Background: an optimization exercise with open tools, aiming at small area, a short achievable clock period and few clock cycles per item. Do not read the settings as production practice.
In this exercise RTL edits were held to simulation tests only and were not proved equivalent to the original.

==> garnet <==
==> flow/design.v <==
`timescale 1ns / 1ps
package lz77_pkg;
  localparam int SEARCH_SIZE_DEF    = 256;
  localparam int LOOKAHEAD_SIZE_DEF = 16;
  localparam int SL_W  = 9;    
  localparam int ML_W  = 4;    
  localparam int OFF_W = 9;
  localparam int LEN_W = 4;
  localparam logic [SL_W-1:0] SEARCH_LIMIT_RST = 9'd5;
  localparam logic [ML_W-1:0] MATCH_LIMIT_RST  = 4'd15;
  localparam logic [1:0] CFG_SEARCH_LIMIT = 2'd0;
  localparam logic [1:0] CFG_MATCH_LIMIT  = 2'd1;
  localparam int ITEM_W = 9;
  localparam int TOK_W = OFF_W + LEN_W + 8 + 1 + 1;
endpackage
`timescale 1ns / 1ps
module lz77_front #(
  parameter int DEPTH = 17
) (
  input  logic       clk,
  input  logic       rst_n,
  input  logic [3:0] cap,
  input  logic       in_valid,
  output logic       in_ready,
  input  logic [7:0] in_byte,
  input  logic       in_last,
  input  logic       pop,
  output logic [7:0] head_byte,
  output logic       head_last,
  output logic       nonempty,
  output logic       owed,         
  output logic       has_last,
  output logic       pushed
);
  logic [7:0] fb_r [DEPTH];
  logic       fl_r [DEPTH];
  logic [4:0] cnt_r, cnt_nxt, cnt_inc, cnt_dec;
  logic [4:0] nl_r, nl_nxt;
  logic       rdy_r, ne_r, owed_r, hl_r;
  logic       push, l_in, l_out;
  logic [4:0] need;
  logic [DEPTH-1:0] at_cnt, at_dec;
  assign push      = in_valid && rdy_r;
  assign in_ready  = rdy_r;
  assign head_byte = fb_r[0];
  assign head_last = fl_r[0];
  assign nonempty  = ne_r;
  assign owed      = owed_r;
  assign has_last  = hl_r;
  assign pushed    = push;
  assign cnt_inc = cnt_r + 5'd1;
  assign cnt_dec = cnt_r - 5'd1;
  assign need    = {1'b0, cap} + 5'd1;
  assign l_in    = push && in_last;
  assign l_out   = pop && fl_r[0];
  always_comb begin
    case ({push, pop})
      2'b10:   cnt_nxt = cnt_inc;
      2'b01:   cnt_nxt = cnt_dec;
      default: cnt_nxt = cnt_r;
    endcase
    case ({l_in, l_out})
      2'b10:   nl_nxt = nl_r + 5'd1;
      2'b01:   nl_nxt = nl_r - 5'd1;
      default: nl_nxt = nl_r;
    endcase
  end
  always_ff @(posedge clk) begin
    if (!rst_n) begin
      cnt_r  <= '0;
      nl_r   <= '0;
      rdy_r  <= 1'b1;
      ne_r   <= 1'b0;
      owed_r <= 1'b0;
      hl_r   <= 1'b0;
    end else begin
      cnt_r <= cnt_nxt;
      nl_r  <= nl_nxt;
      case ({push, pop})
        2'b10: begin
          rdy_r  <= (cnt_inc < 5'(DEPTH));
          ne_r   <= 1'b1;
          owed_r <= (cnt_inc >= need);
        end
        2'b01: begin
          rdy_r  <= 1'b1;
          ne_r   <= (cnt_r != 5'd1);
          owed_r <= (cnt_dec >= need);
        end
        default: begin
          rdy_r  <= (cnt_r < 5'(DEPTH));
          ne_r   <= (cnt_r != 5'd0);
          owed_r <= (cnt_r >= need);
        end
      endcase
      case ({l_in, l_out})
        2'b10:   hl_r <= 1'b1;
        2'b01:   hl_r <= (nl_r != 5'd1);
        default: hl_r <= (nl_r != 5'd0);
      endcase
    end
  end
  always_comb begin
    for (int i = 0; i < DEPTH; i++) begin
      at_cnt[i] = (cnt_r == 5'(i));
      at_dec[i] = (cnt_r == 5'(i + 1));
    end
  end
  always_ff @(posedge clk) begin
    for (int i = 0; i < DEPTH; i++) begin
      if (push && (pop ? at_dec[i] : at_cnt[i])) begin
        fb_r[i] <= in_byte;
        fl_r[i] <= in_last;
      end else if (pop && i < DEPTH - 1) begin
        fb_r[i] <= fb_r[i+1];
        fl_r[i] <= fl_r[i+1];
      end
    end
  end
endmodule
`timescale 1ns / 1ps
module lz77_engine (
  input  logic        clk,
  input  logic        rst_n,
  input  logic [8:0]  window,      
  input  logic [3:0]  cap,         
  input  logic        cfg_write,
  input  logic [7:0]  q_byte,
  input  logic        q_last,
  input  logic        q_nonempty,
  input  logic        q_owed,
  input  logic        q_has_last,
  input  logic        q_pushed,
  output logic        q_pop,
  output logic        tok_valid,
  input  logic        tok_ready,
  output logic [21:0] tok_data,
  output logic        tok_last
);
  localparam int N = 256;
  logic [7:0]   sr_r [N];         
  logic [8:0]   fill_r, fill_nxt;
  logic [8:0]   lim_r;            
  logic         armed_r;
  logic         fire;
  logic [N-1:0] eq, vmask;
  logic         s2_v;
  logic [7:0]   s2_byte;
  logic         s2_last;
  logic [N-1:0] eqv_r;            
  logic [N-1:0] m_r;
  logic         start_r;
  logic [3:0]   j_r;
  logic         pend_r;
  logic [3:0]   pend_len_r;
  logic [N-1:0] nvec;
  logic         any;
  logic         capped;
  logic [8:0]   pe_off;
  logic         push;
  logic [22:0]  push_d;
  logic [2:0]   qv;
  logic [22:0]  qd [3];
  always_comb begin
    logic [15:0] gt_hi, eq_hi, gt_lo;
    for (int a = 0; a < 16; a++) begin
      gt_hi[a] = (lim_r[7:4] > 4'(a));
      eq_hi[a] = (lim_r[7:4] == 4'(a));
      gt_lo[a] = (lim_r[3:0] > 4'(a));
    end
    for (int a = 0; a < 16; a++)
      for (int b = 0; b < 16; b++)
        vmask[16*a+b] = lim_r[8] | gt_hi[a] | (eq_hi[a] & gt_lo[b]);
  end
  always_comb begin
    for (int d = 0; d < N; d++) eq[d] = (sr_r[d] == q_byte);
  end
  logic can_start, known_mid;
  assign known_mid = !s2_v && !start_r;
  assign can_start = armed_r && !qv[1] && (q_has_last || q_owed);
  assign fire  = q_nonempty && !(s2_v && s2_last) && (known_mid || can_start);
  assign q_pop = fire;
  logic [8:0] fill_inc, lim_inc, lim_now;
  assign fill_inc = (fill_r == 9'd256) ? fill_r : fill_r + 9'd1;
  assign lim_inc  = (fill_inc < window) ? fill_inc : window;
  assign lim_now  = (fill_r < window) ? fill_r : window;
  assign fill_nxt = !fire ? fill_r : (q_last ? 9'd0 : fill_inc);
  always_ff @(posedge clk) begin
    if (!rst_n) begin
      fill_r  <= '0;
      lim_r   <= '0;
      armed_r <= 1'b0;
      s2_v    <= 1'b0;
    end else begin
      if (q_pushed) armed_r <= 1'b1;
      else if (cfg_write) armed_r <= 1'b0;
      fill_r <= fill_nxt;
      lim_r  <= !fire ? lim_now : (q_last ? 9'd0 : lim_inc);
      s2_v   <= fire;
    end
  end
  always_ff @(posedge clk) begin
    eqv_r <= fire ? (eq & vmask) : '1;
    if (fire) begin
      s2_byte <= q_byte;
      s2_last <= q_last;
      sr_r[0] <= q_byte;
      for (int d = 1; d < N; d++) sr_r[d] <= sr_r[d-1];
    end
  end
  assign nvec   = eqv_r & (m_r | {N{start_r}});
  assign any    = (|(eqv_r & m_r)) || (start_r && (|eqv_r));
  assign capped = (j_r == cap);
  always_comb begin
    logic [511:0] x;
    logic [255:0] v1; logic [0:0] i1 [256];
    logic [127:0] v2; logic [1:0] i2 [128];
    logic [63:0]  v3; logic [2:0] i3 [64];
    logic [31:0]  v4; logic [3:0] i4 [32];
    logic [15:0]  v5; logic [4:0] i5 [16];
    logic [7:0]   v6; logic [5:0] i6 [8];
    logic [3:0]   v7; logic [6:0] i7 [4];
    logic [1:0]   v8; logic [7:0] i8 [2];
    x = {255'd0, m_r, 1'b0};
    for (int k = 0; k < 256; k++) begin
      v1[k] = x[2*k] | x[2*k+1];
      i1[k] = x[2*k] ? 1'b0 : 1'b1;
    end
    for (int k = 0; k < 128; k++) begin
      v2[k] = v1[2*k] | v1[2*k+1];
      i2[k] = v1[2*k] ? {1'b0, i1[2*k]} : {1'b1, i1[2*k+1]};
    end
    for (int k = 0; k < 64; k++) begin
      v3[k] = v2[2*k] | v2[2*k+1];
      i3[k] = v2[2*k] ? {1'b0, i2[2*k]} : {1'b1, i2[2*k+1]};
    end
    for (int k = 0; k < 32; k++) begin
      v4[k] = v3[2*k] | v3[2*k+1];
      i4[k] = v3[2*k] ? {1'b0, i3[2*k]} : {1'b1, i3[2*k+1]};
    end
    for (int k = 0; k < 16; k++) begin
      v5[k] = v4[2*k] | v4[2*k+1];
      i5[k] = v4[2*k] ? {1'b0, i4[2*k]} : {1'b1, i4[2*k+1]};
    end
    for (int k = 0; k < 8; k++) begin
      v6[k] = v5[2*k] | v5[2*k+1];
      i6[k] = v5[2*k] ? {1'b0, i5[2*k]} : {1'b1, i5[2*k+1]};
    end
    for (int k = 0; k < 4; k++) begin
      v7[k] = v6[2*k] | v6[2*k+1];
      i7[k] = v6[2*k] ? {1'b0, i6[2*k]} : {1'b1, i6[2*k+1]};
    end
    for (int k = 0; k < 2; k++) begin
      v8[k] = v7[2*k] | v7[2*k+1];
      i8[k] = v7[2*k] ? {1'b0, i7[2*k]} : {1'b1, i7[2*k+1]};
    end
    pe_off = v8[0] ? {1'b0, i8[0]} : {1'b1, i8[1]};
  end
  assign push   = pend_r || (s2_v && (capped || !any));
  assign push_d = pend_r ? {pe_off, pend_len_r, 8'd0, 1'b0, 1'b1}
                         : {(start_r ? 9'd0 : pe_off), j_r, s2_byte, 1'b1, s2_last};
  logic end_fix, j_go;
  assign end_fix = capped || s2_last;
  assign j_go    = s2_v && !end_fix;
  always_ff @(posedge clk) begin
    if (!rst_n) begin
      start_r <= 1'b1;
      j_r     <= '0;
      pend_r  <= 1'b0;
    end else begin
      start_r <= (s2_v && end_fix) || (!s2_v && start_r) || (s2_v && !any);
      j_r     <= j_go ? (any ? j_r + 4'd1 : 4'd0) : (s2_v ? 4'd0 : j_r);
      pend_r  <= s2_v && !capped && s2_last && any;
    end
  end
  always_ff @(posedge clk) begin
    m_r        <= nvec;
    pend_len_r <= j_r + 4'd1;
  end
  logic       pop_out;
  logic [2:0] qa;
  assign pop_out = qv[0] && tok_ready;
  assign qa = pop_out ? {1'b0, qv[2:1]} : qv;
  always_ff @(posedge clk) begin
    if (!rst_n) begin
      qv <= '0;
    end else begin
      qv <= push ? {qa[1:0], 1'b1} : qa;
    end
  end
  always_ff @(posedge clk) begin
    if (pop_out) begin
      qd[0] <= qv[1] ? qd[1] : push_d;
      qd[1] <= qv[2] ? qd[2] : push_d;
      qd[2] <= push_d;
    end else begin
      if (!qv[0]) qd[0] <= push_d;
      if (!qv[1]) qd[1] <= push_d;
      if (!qv[2]) qd[2] <= push_d;
    end
  end
  assign tok_valid = qv[0];
  assign tok_data  = qd[0][22:1];
  assign tok_last  = qd[0][0];
endmodule
`timescale 1ns / 1ps
module lz77_token_encoder_unit #(
  parameter int SEARCH_SIZE    = lz77_pkg::SEARCH_SIZE_DEF,
  parameter int LOOKAHEAD_SIZE = lz77_pkg::LOOKAHEAD_SIZE_DEF
) (
  input  logic        clk,
  input  logic        rst_n,
  input  logic        in_tvalid,
  output logic        in_tready,
  input  logic [7:0]  in_tdata,    
  input  logic        in_tlast,    
  output logic        out_tvalid,
  input  logic        out_tready,
  output logic [23:0] out_tdata,   
  output logic        out_tlast,   
  input  logic        cfg_valid,
  output logic        cfg_ready,
  input  logic [1:0]  cfg_index,
  input  logic [8:0]  cfg_data
);
  logic [8:0]  window;    
  logic [3:0]  cap;       
  logic [7:0]  q_byte;
  logic        q_last, q_has_last, q_pushed, q_pop;
  logic        q_nonempty, q_owed;
  logic [21:0] tok_data;
  assign cfg_ready = 1'b1;
  always_ff @(posedge clk) begin
    if (!rst_n) begin
      window <= 9'(lz77_pkg::SEARCH_LIMIT_RST);
      cap    <= lz77_pkg::MATCH_LIMIT_RST;
    end else if (cfg_valid) begin
      case (cfg_index)
        lz77_pkg::CFG_SEARCH_LIMIT:
          window <= (cfg_data == '0) ? 9'd1 : (cfg_data > 9'd256) ? 9'd256 : cfg_data;
        lz77_pkg::CFG_MATCH_LIMIT:
          cap <= (cfg_data[3:0] == '0) ? 4'd1 : cfg_data[3:0];
        default: ;
      endcase
    end
  end
  lz77_front u_front (
    .clk       (clk),
    .rst_n     (rst_n),
    .cap       (cap),
    .in_valid  (in_tvalid),
    .in_ready  (in_tready),
    .in_byte   (in_tdata),
    .in_last   (in_tlast),
    .pop       (q_pop),
    .head_byte (q_byte),
    .head_last (q_last),
    .nonempty  (q_nonempty),
    .owed      (q_owed),
    .has_last  (q_has_last),
    .pushed    (q_pushed)
  );
  lz77_engine u_engine (
    .clk        (clk),
    .rst_n      (rst_n),
    .window     (window),
    .cap        (cap),
    .cfg_write  (cfg_valid),
    .q_byte     (q_byte),
    .q_last     (q_last),
    .q_nonempty (q_nonempty),
    .q_owed     (q_owed),
    .q_has_last (q_has_last),
    .q_pushed   (q_pushed),
    .q_pop      (q_pop),
    .tok_valid  (out_tvalid),
    .tok_ready  (out_tready),
    .tok_data   (tok_data),
    .tok_last   (out_tlast)
  );
  assign out_tdata = {2'b00, tok_data[0], tok_data[8:1], tok_data[12:9], tok_data[21:13]};
endmodule
==> flow/run.sh <==
#!/bin/bash
# synth_recipe.tcl (not shown) runs the flow's synth.tcl, then flattens the netlist and writes it again
# the make line also repeats each setting of config.mk as NAME=value (left out here)
make -C /OpenROAD-flow-scripts/flow DESIGN_CONFIG=/design/flow/config.mk WORK_HOME=/design/flow/orfs CLKGATE_MAP_FILE= SYNTH_SCRIPT=/design/flow/synth_recipe.tcl finish
==> flow/config.mk <==
export PLATFORM = sky130hd
export DESIGN_NAME = lz77_token_encoder_unit
export DESIGN_NICKNAME = lz77_token_encoder_unit
export VERILOG_FILES = /design/flow/design.v
export SDC_FILE = /design/flow/constraint.sdc
export NUM_CORES = 4
export LEC_CHECK = 0
export CAP_MARGIN = 20
export CORE_MARGIN = 2
export CORE_UTILIZATION = 40
export SETUP_SLACK_MARGIN = 3.3
export SLEW_MARGIN = 20
==> flow/constraint.sdc <==
create_clock -name core_clock -period 6.0 [get_ports {clk}]
set_input_delay 1.2000 -clock core_clock [delete_from_list [all_inputs] [get_ports {clk}]]
set_output_delay 1.2000 -clock core_clock [all_outputs]
set_load 0.01 [all_outputs]
==> inputs of indigo, as changes to garnet <==
==> flow/design.v, changed modules only <==
module lz77_engine (
  input  logic        clk,
  input  logic        rst_n,
  input  logic [8:0]  window,      
  input  logic [3:0]  cap,         
  input  logic        cfg_write,
  input  logic [7:0]  q_byte,
  input  logic        q_last,
  input  logic        q_nonempty,
  input  logic        q_owed,
  input  logic        q_has_last,
  input  logic        q_pushed,
  output logic        q_pop,
  output logic        tok_valid,
  input  logic        tok_ready,
  output logic [21:0] tok_data,
  output logic        tok_last
);
  localparam int N = 256;
  logic [7:0]   sr_r [N];         
  logic [8:0]   fill_r, fill_nxt;
  logic [8:0]   lim_r;            
  logic         armed_r;
  logic         fire;
  logic [N-1:0] eq, vmask;
  logic         s2_v;
  logic [7:0]   s2_byte;
  logic         s2_last;
  logic [N-1:0] eqv_r;            
  logic [N-1:0] m_r;
  logic         start_r;
  logic [3:0]   j_r;
  logic         pend_r;
  logic [3:0]   pend_len_r;
  logic [N-1:0] nvec;
  logic         any;
  logic         capped;
  logic [8:0]   pe_off;
  logic         push;
  logic [22:0]  push_d;
  logic [2:0]   qv;
  logic [22:0]  qd [3];
  always_comb begin
    logic [15:0] gt_hi, eq_hi, gt_lo;
    for (int a = 0; a < 16; a++) begin
      gt_hi[a] = (lim_r[7:4] > 4'(a));
      eq_hi[a] = (lim_r[7:4] == 4'(a));
      gt_lo[a] = (lim_r[3:0] > 4'(a));
    end
    for (int a = 0; a < 16; a++)
      for (int b = 0; b < 16; b++)
        vmask[16*a+b] = lim_r[8] | gt_hi[a] | (eq_hi[a] & gt_lo[b]);
  end
  always_comb begin
    for (int d = 0; d < N; d++) eq[d] = (sr_r[d] == q_byte);
  end
  logic can_start, known_mid;
  assign known_mid = !s2_v && !start_r;
  assign can_start = armed_r && !qv[1] && (q_has_last || q_owed);
  assign fire  = q_nonempty && !(s2_v && s2_last) && (known_mid || can_start);
  assign q_pop = fire;
  logic [8:0] fill_inc, lim_inc, lim_now;
  assign fill_inc = (fill_r == 9'd256) ? fill_r : fill_r + 9'd1;
  assign lim_inc  = (fill_inc < window) ? fill_inc : window;
  assign lim_now  = (fill_r < window) ? fill_r : window;
  assign fill_nxt = !fire ? fill_r : (q_last ? 9'd0 : fill_inc);
  always_ff @(posedge clk) begin
    if (!rst_n) begin
      fill_r  <= '0;
      lim_r   <= '0;
      armed_r <= 1'b0;
      s2_v    <= 1'b0;
    end else begin
      if (q_pushed) armed_r <= 1'b1;
      else if (cfg_write) armed_r <= 1'b0;
      fill_r <= fill_nxt;
      lim_r  <= !fire ? lim_now : (q_last ? 9'd0 : lim_inc);
      s2_v   <= fire;
    end
  end
  always_ff @(posedge clk) begin
    eqv_r <= fire ? (eq & vmask) : '1;
    if (fire) begin
      s2_byte <= q_byte;
      s2_last <= q_last;
      sr_r[0] <= q_byte;
      for (int d = 1; d < N; d++) sr_r[d] <= sr_r[d-1];
    end
  end
  assign nvec   = eqv_r & (m_r | {N{start_r}});
  assign any    = |nvec;
  assign capped = (j_r == cap);
  always_comb begin
    logic [127:0]   v1; logic [0:0] i1 [128];
    logic [63:0]    v2; logic [1:0] i2 [64];
    logic [31:0]    v3; logic [2:0] i3 [32];
    logic [15:0]    v4; logic [3:0] i4 [16];
    logic [7:0]     v5; logic [4:0] i5 [8];
    logic [3:0]     v6; logic [5:0] i6 [4];
    logic [1:0]     v7; logic [6:0] i7 [2];
    logic [7:0]     i8;
    for (int k = 0; k < 128; k++) begin
      v1[k] = m_r[2*k] | m_r[2*k+1];
      i1[k] = m_r[2*k] ? 1'b0 : 1'b1;
    end
    for (int k = 0; k < 64; k++) begin
      v2[k] = v1[2*k] | v1[2*k+1];
      i2[k] = v1[2*k] ? {1'b0, i1[2*k]} : {1'b1, i1[2*k+1]};
    end
    for (int k = 0; k < 32; k++) begin
      v3[k] = v2[2*k] | v2[2*k+1];
      i3[k] = v2[2*k] ? {1'b0, i2[2*k]} : {1'b1, i2[2*k+1]};
    end
    for (int k = 0; k < 16; k++) begin
      v4[k] = v3[2*k] | v3[2*k+1];
      i4[k] = v3[2*k] ? {1'b0, i3[2*k]} : {1'b1, i3[2*k+1]};
    end
    for (int k = 0; k < 8; k++) begin
      v5[k] = v4[2*k] | v4[2*k+1];
      i5[k] = v4[2*k] ? {1'b0, i4[2*k]} : {1'b1, i4[2*k+1]};
    end
    for (int k = 0; k < 4; k++) begin
      v6[k] = v5[2*k] | v5[2*k+1];
      i6[k] = v5[2*k] ? {1'b0, i5[2*k]} : {1'b1, i5[2*k+1]};
    end
    for (int k = 0; k < 2; k++) begin
      v7[k] = v6[2*k] | v6[2*k+1];
      i7[k] = v6[2*k] ? {1'b0, i6[2*k]} : {1'b1, i6[2*k+1]};
    end
    i8 = v7[0] ? {1'b0, i7[0]} : {1'b1, i7[1]};
    pe_off = 9'(i8) + 9'd1;
  end
  assign push   = pend_r || (s2_v && (capped || !any));
  assign push_d = pend_r ? {pe_off, pend_len_r, 8'd0, 1'b0, 1'b1}
                         : {(start_r ? 9'd0 : pe_off), j_r, s2_byte, 1'b1, s2_last};
  always_ff @(posedge clk) begin
    if (!rst_n) begin
      start_r <= 1'b1;
      j_r     <= '0;
      pend_r  <= 1'b0;
    end else begin
      pend_r <= 1'b0;
      if (s2_v) begin
        if (capped || !any) begin
          start_r <= 1'b1;
          j_r     <= '0;
        end else if (s2_last) begin
          start_r <= 1'b1;
          j_r     <= '0;
          pend_r  <= 1'b1;
        end else begin
          start_r <= 1'b0;
          j_r     <= j_r + 4'd1;
        end
      end
    end
  end
  always_ff @(posedge clk) begin
    m_r        <= nvec;
    pend_len_r <= j_r + 4'd1;
  end
  logic       pop_out;
  logic [1:0] nq;           
  assign pop_out = qv[0] && tok_ready;
  assign nq = 2'(qv[0]) + 2'(qv[1]) + 2'(qv[2]) - 2'(pop_out);
  always_ff @(posedge clk) begin
    if (!rst_n) begin
      qv <= '0;
    end else begin
      for (int i = 0; i < 3; i++)
        qv[i] <= (2'(i) < nq) || (push && 2'(i) == nq);
    end
  end
  always_ff @(posedge clk) begin
    if (pop_out) begin
      qd[0] <= qv[1] ? qd[1] : push_d;
      qd[1] <= qv[2] ? qd[2] : push_d;
      qd[2] <= push_d;
    end else begin
      if (!qv[0]) qd[0] <= push_d;
      if (!qv[1]) qd[1] <= push_d;
      if (!qv[2]) qd[2] <= push_d;
    end
  end
  assign tok_valid = qv[0];
  assign tok_data  = qd[0][22:1];
  assign tok_last  = qd[0][0];
endmodule
--- a/flow/config.mk
+++ b/flow/config.mk
@@ -8,5 +8,4 @@
 export CAP_MARGIN = 20
 export CORE_MARGIN = 2
 export CORE_UTILIZATION = 40
-export SETUP_SLACK_MARGIN = 3.3
 export SLEW_MARGIN = 20
==> inputs of violet, as changes to garnet <==
==> flow/design.v, changed modules only <==
module lz77_engine (
  input  logic        clk,
  input  logic        rst_n,
  input  logic [8:0]  window,      
  input  logic [3:0]  cap,         
  input  logic        cfg_write,
  input  logic [7:0]  q_byte,
  input  logic        q_last,
  input  logic        q_nonempty,
  input  logic        q_owed,
  input  logic        q_has_last,
  input  logic        q_pushed,
  output logic        q_pop,
  output logic        tok_valid,
  input  logic        tok_ready,
  output logic [21:0] tok_data,
  output logic        tok_last
);
  localparam int N = 256;
  logic [7:0]   sr_r [N];         
  logic [8:0]   fill_r, fill_nxt;
  logic [8:0]   lim_r;            
  logic         armed_r;
  logic         fire;
  logic [N-1:0] eq, vmask;
  logic         s2_v;
  logic [7:0]   s2_byte;
  logic         s2_last;
  logic [N-1:0] eqv_r;            
  logic [N-1:0] m_r;
  logic         start_r;
  logic [3:0]   j_r;
  logic         pend_r;
  logic [3:0]   pend_len_r;
  logic [N-1:0] nvec;
  logic         any;
  logic         capped;
  logic [8:0]   pe_off;
  logic         push;
  logic [22:0]  push_d;
  logic [2:0]   qv;
  logic [22:0]  qd [3];
  always_comb begin
    logic [15:0] gt_hi, eq_hi, gt_lo;
    for (int a = 0; a < 16; a++) begin
      gt_hi[a] = (lim_r[7:4] > 4'(a));
      eq_hi[a] = (lim_r[7:4] == 4'(a));
      gt_lo[a] = (lim_r[3:0] > 4'(a));
    end
    for (int a = 0; a < 16; a++)
      for (int b = 0; b < 16; b++)
        vmask[16*a+b] = lim_r[8] | gt_hi[a] | (eq_hi[a] & gt_lo[b]);
  end
  always_comb begin
    for (int d = 0; d < N; d++) eq[d] = (sr_r[d] == q_byte);
  end
  logic can_start, known_mid;
  assign known_mid = !s2_v && !start_r;
  assign can_start = armed_r && !qv[1] && (q_has_last || q_owed);
  assign fire  = q_nonempty && !(s2_v && s2_last) && (known_mid || can_start);
  assign q_pop = fire;
  logic [8:0] fill_inc, lim_inc, lim_now;
  assign fill_inc = (fill_r == 9'd256) ? fill_r : fill_r + 9'd1;
  assign lim_inc  = (lim_r < window) ? lim_r + 9'd1 : lim_r;
  assign lim_now  = (fill_r < window) ? fill_r : window;
  assign fill_nxt = !fire ? fill_r : (q_last ? 9'd0 : fill_inc);
  always_ff @(posedge clk) begin
    if (!rst_n) begin
      fill_r  <= '0;
      lim_r   <= '0;
      armed_r <= 1'b0;
      s2_v    <= 1'b0;
    end else begin
      if (q_pushed) armed_r <= 1'b1;
      else if (cfg_write) armed_r <= 1'b0;
      fill_r <= fill_nxt;
      lim_r  <= !fire ? lim_now : (q_last ? 9'd0 : lim_inc);
      s2_v   <= fire;
    end
  end
  always_ff @(posedge clk) begin
    eqv_r <= fire ? (eq & vmask) : '1;
    if (fire) begin
      s2_byte <= q_byte;
      s2_last <= q_last;
      sr_r[0] <= q_byte;
      for (int d = 1; d < N; d++) sr_r[d] <= sr_r[d-1];
    end
  end
  assign nvec   = eqv_r & (m_r | {N{start_r}});
  assign any    = (|(eqv_r & m_r)) || (start_r && (|eqv_r));
  assign capped = (j_r == cap);
  logic [16:0] ga_r;
  logic [3:0]  lg_r [17];
  always_ff @(posedge clk) begin
    logic [271:0] xn;
    xn = {15'd0, nvec, 1'b0};
    for (int g = 0; g < 17; g++) begin
      ga_r[g] <= |xn[16*g +: 16];
      lg_r[g] <= 4'd0;
      for (int b = 15; b >= 0; b--) if (xn[16*g+b]) lg_r[g] <= 4'(b);
    end
  end
  always_comb begin
    logic [16:0]  first;
    logic         below;
    logic [4:0]   gsel;
    logic [3:0]   lsel;
    below = 1'b0;
    for (int g = 0; g < 17; g++) begin
      first[g] = ga_r[g] && !below;
      below = below || ga_r[g];
    end
    gsel = '0;
    lsel = '0;
    for (int g = 0; g < 17; g++) begin
      gsel = gsel | ({5{first[g]}} & 5'(g));
      lsel = lsel | ({4{first[g]}} & lg_r[g]);
    end
    pe_off = {gsel, lsel};
  end
  assign push   = pend_r || (s2_v && (capped || !any));
  assign push_d = pend_r ? {pe_off, pend_len_r, 8'd0, 1'b0, 1'b1}
                         : {(start_r ? 9'd0 : pe_off), j_r, s2_byte, 1'b1, s2_last};
  logic end_fix, j_go;
  logic [3:0] j_inc;
  assign j_inc   = j_r + 4'd1;
  assign end_fix = capped || s2_last;
  assign j_go    = s2_v && !end_fix;
  always_ff @(posedge clk) begin
    if (!rst_n) begin
      start_r <= 1'b1;
      j_r     <= '0;
      pend_r  <= 1'b0;
    end else begin
      start_r <= (s2_v && end_fix) || (!s2_v && start_r) || (s2_v && !any);
      j_r     <= ({4{j_go && any}} & j_inc) | ({4{!s2_v}} & j_r);
      pend_r  <= s2_v && !capped && s2_last && any;
    end
  end
  always_ff @(posedge clk) begin
    m_r        <= nvec;
    pend_len_r <= j_r + 4'd1;
  end
  logic       pop_out;
  logic [2:0] qa;
  logic       push_early;
  assign push_early = pend_r || (s2_v && capped);
  assign pop_out = qv[0] && tok_ready;
  assign qa = pop_out ? {1'b0, qv[2:1]} : qv;
  always_ff @(posedge clk) begin
    if (!rst_n) begin
      qv <= '0;
    end else begin
      qv <= (push_early || (s2_v && !any)) ? {qa[1:0], 1'b1} : qa;
    end
  end
  logic        hold0;
  logic [22:0] new0;
  assign hold0 = qv[0] && !tok_ready;
  assign new0  = qv[1] ? qd[1] : push_d;
  logic [22:0] out_r;
  always_ff @(posedge clk) begin
    out_r <= hold0 ? qd[0] : new0;
    qd[0] <= ({23{hold0}} & qd[0]) | ({23{!hold0}} & new0);
    if (pop_out) begin
      qd[1] <= qv[2] ? qd[2] : push_d;
      qd[2] <= push_d;
    end else begin
      if (!qv[1]) qd[1] <= push_d;
      if (!qv[2]) qd[2] <= push_d;
    end
  end
  assign tok_valid = qv[0];
  assign tok_data  = out_r[22:1];
  assign tok_last  = out_r[0];
endmodule
==> flow/flow/run.sh (new file) <==
#!/bin/bash
# The standard layout, except that the port buffers are buf_4 cells
# rather than the delay buffers buffer_ports picks on its own. Every port
# still gets its buffer. The make output goes to standard_flow.log here;
# ORFS keeps each step's log under orfs/logs.
set -euo pipefail
export BUFFER_PORTS_ARGS="-buffer_cell sky130_fd_sc_hd__buf_4"
bash standard.sh > standard_flow.log 2>&1
==> flow/standard.sh (new file) <==
#!/bin/bash
# synth_recipe.tcl (not shown) runs the flow's synth.tcl, then flattens the netlist and writes it again
# the make line also repeats each setting of config.mk as NAME=value (left out here)
make -C /OpenROAD-flow-scripts/flow DESIGN_CONFIG=/design/flow/config.mk WORK_HOME=/design/flow/orfs CLKGATE_MAP_FILE= SYNTH_SCRIPT=/design/flow/synth_recipe.tcl "${@:-finish}"
--- a/flow/config.mk
+++ b/flow/config.mk
@@ -8,5 +8,7 @@
 export CAP_MARGIN = 20
 export CORE_MARGIN = 2
 export CORE_UTILIZATION = 40
+export CTS_CLUSTER_DIAMETER = 70
+export CTS_CLUSTER_SIZE = 30
 export SETUP_SLACK_MARGIN = 3.3
 export SLEW_MARGIN = 20
removed: flow/run.sh
==> notes.md <==
Fmax: indigo < garnet < violet.
Cell count, lowest first: indigo, violet, garnet.
Against indigo, the clock skew of garnet is lower by 12 ps.
Of indigo and violet, violet has the higher register-to-register slack (gap 2200 ps).
Testbench counts of garnet, summed over its fixed seeds: cycles 7,342, bytes 7,200.
Testbench counts of indigo, summed over its fixed seeds: cycles 7,342, bytes 7,200.
Testbench counts of violet, summed over its fixed seeds: cycles 7,342, bytes 7,200.

==> static timing again, ports no longer ideal <==
The results above use ideal ports. As a check the final layouts listed here were re-extracted and re-timed, cells and wires unchanged.
Step 1 assumes that a clkbuf_16 drives the clock port and a buf_2 every other input.
Step 2 also shifts input and output timing later by t, the mid clock arrival at the registers, as if the neighbouring blocks saw the same clock.
Slacks: ideal / step 1 / step 2; pairs: ideal / step 1.
run | shift t [ns] | setup slack, ns | worst setup path after step 2 | slew at the worst register clock pin (ns)
garnet | 0.948 | 2.963 / 2.963 / 2.459 | input to register | 0.07 / 0.07
indigo | 0.943 | 0.841 / 0.841 / 0.841 | register to register | 0.07 / 0.07
violet | 0.958 | 2.997 / 2.997 / 2.455 | input to register | 0.12 / 0.12
After both steps setup and hold are still met in every run listed. The setup slack of violet, which loses most, moves by 0.000 ns with the drivers and by -0.542 ns with both steps.
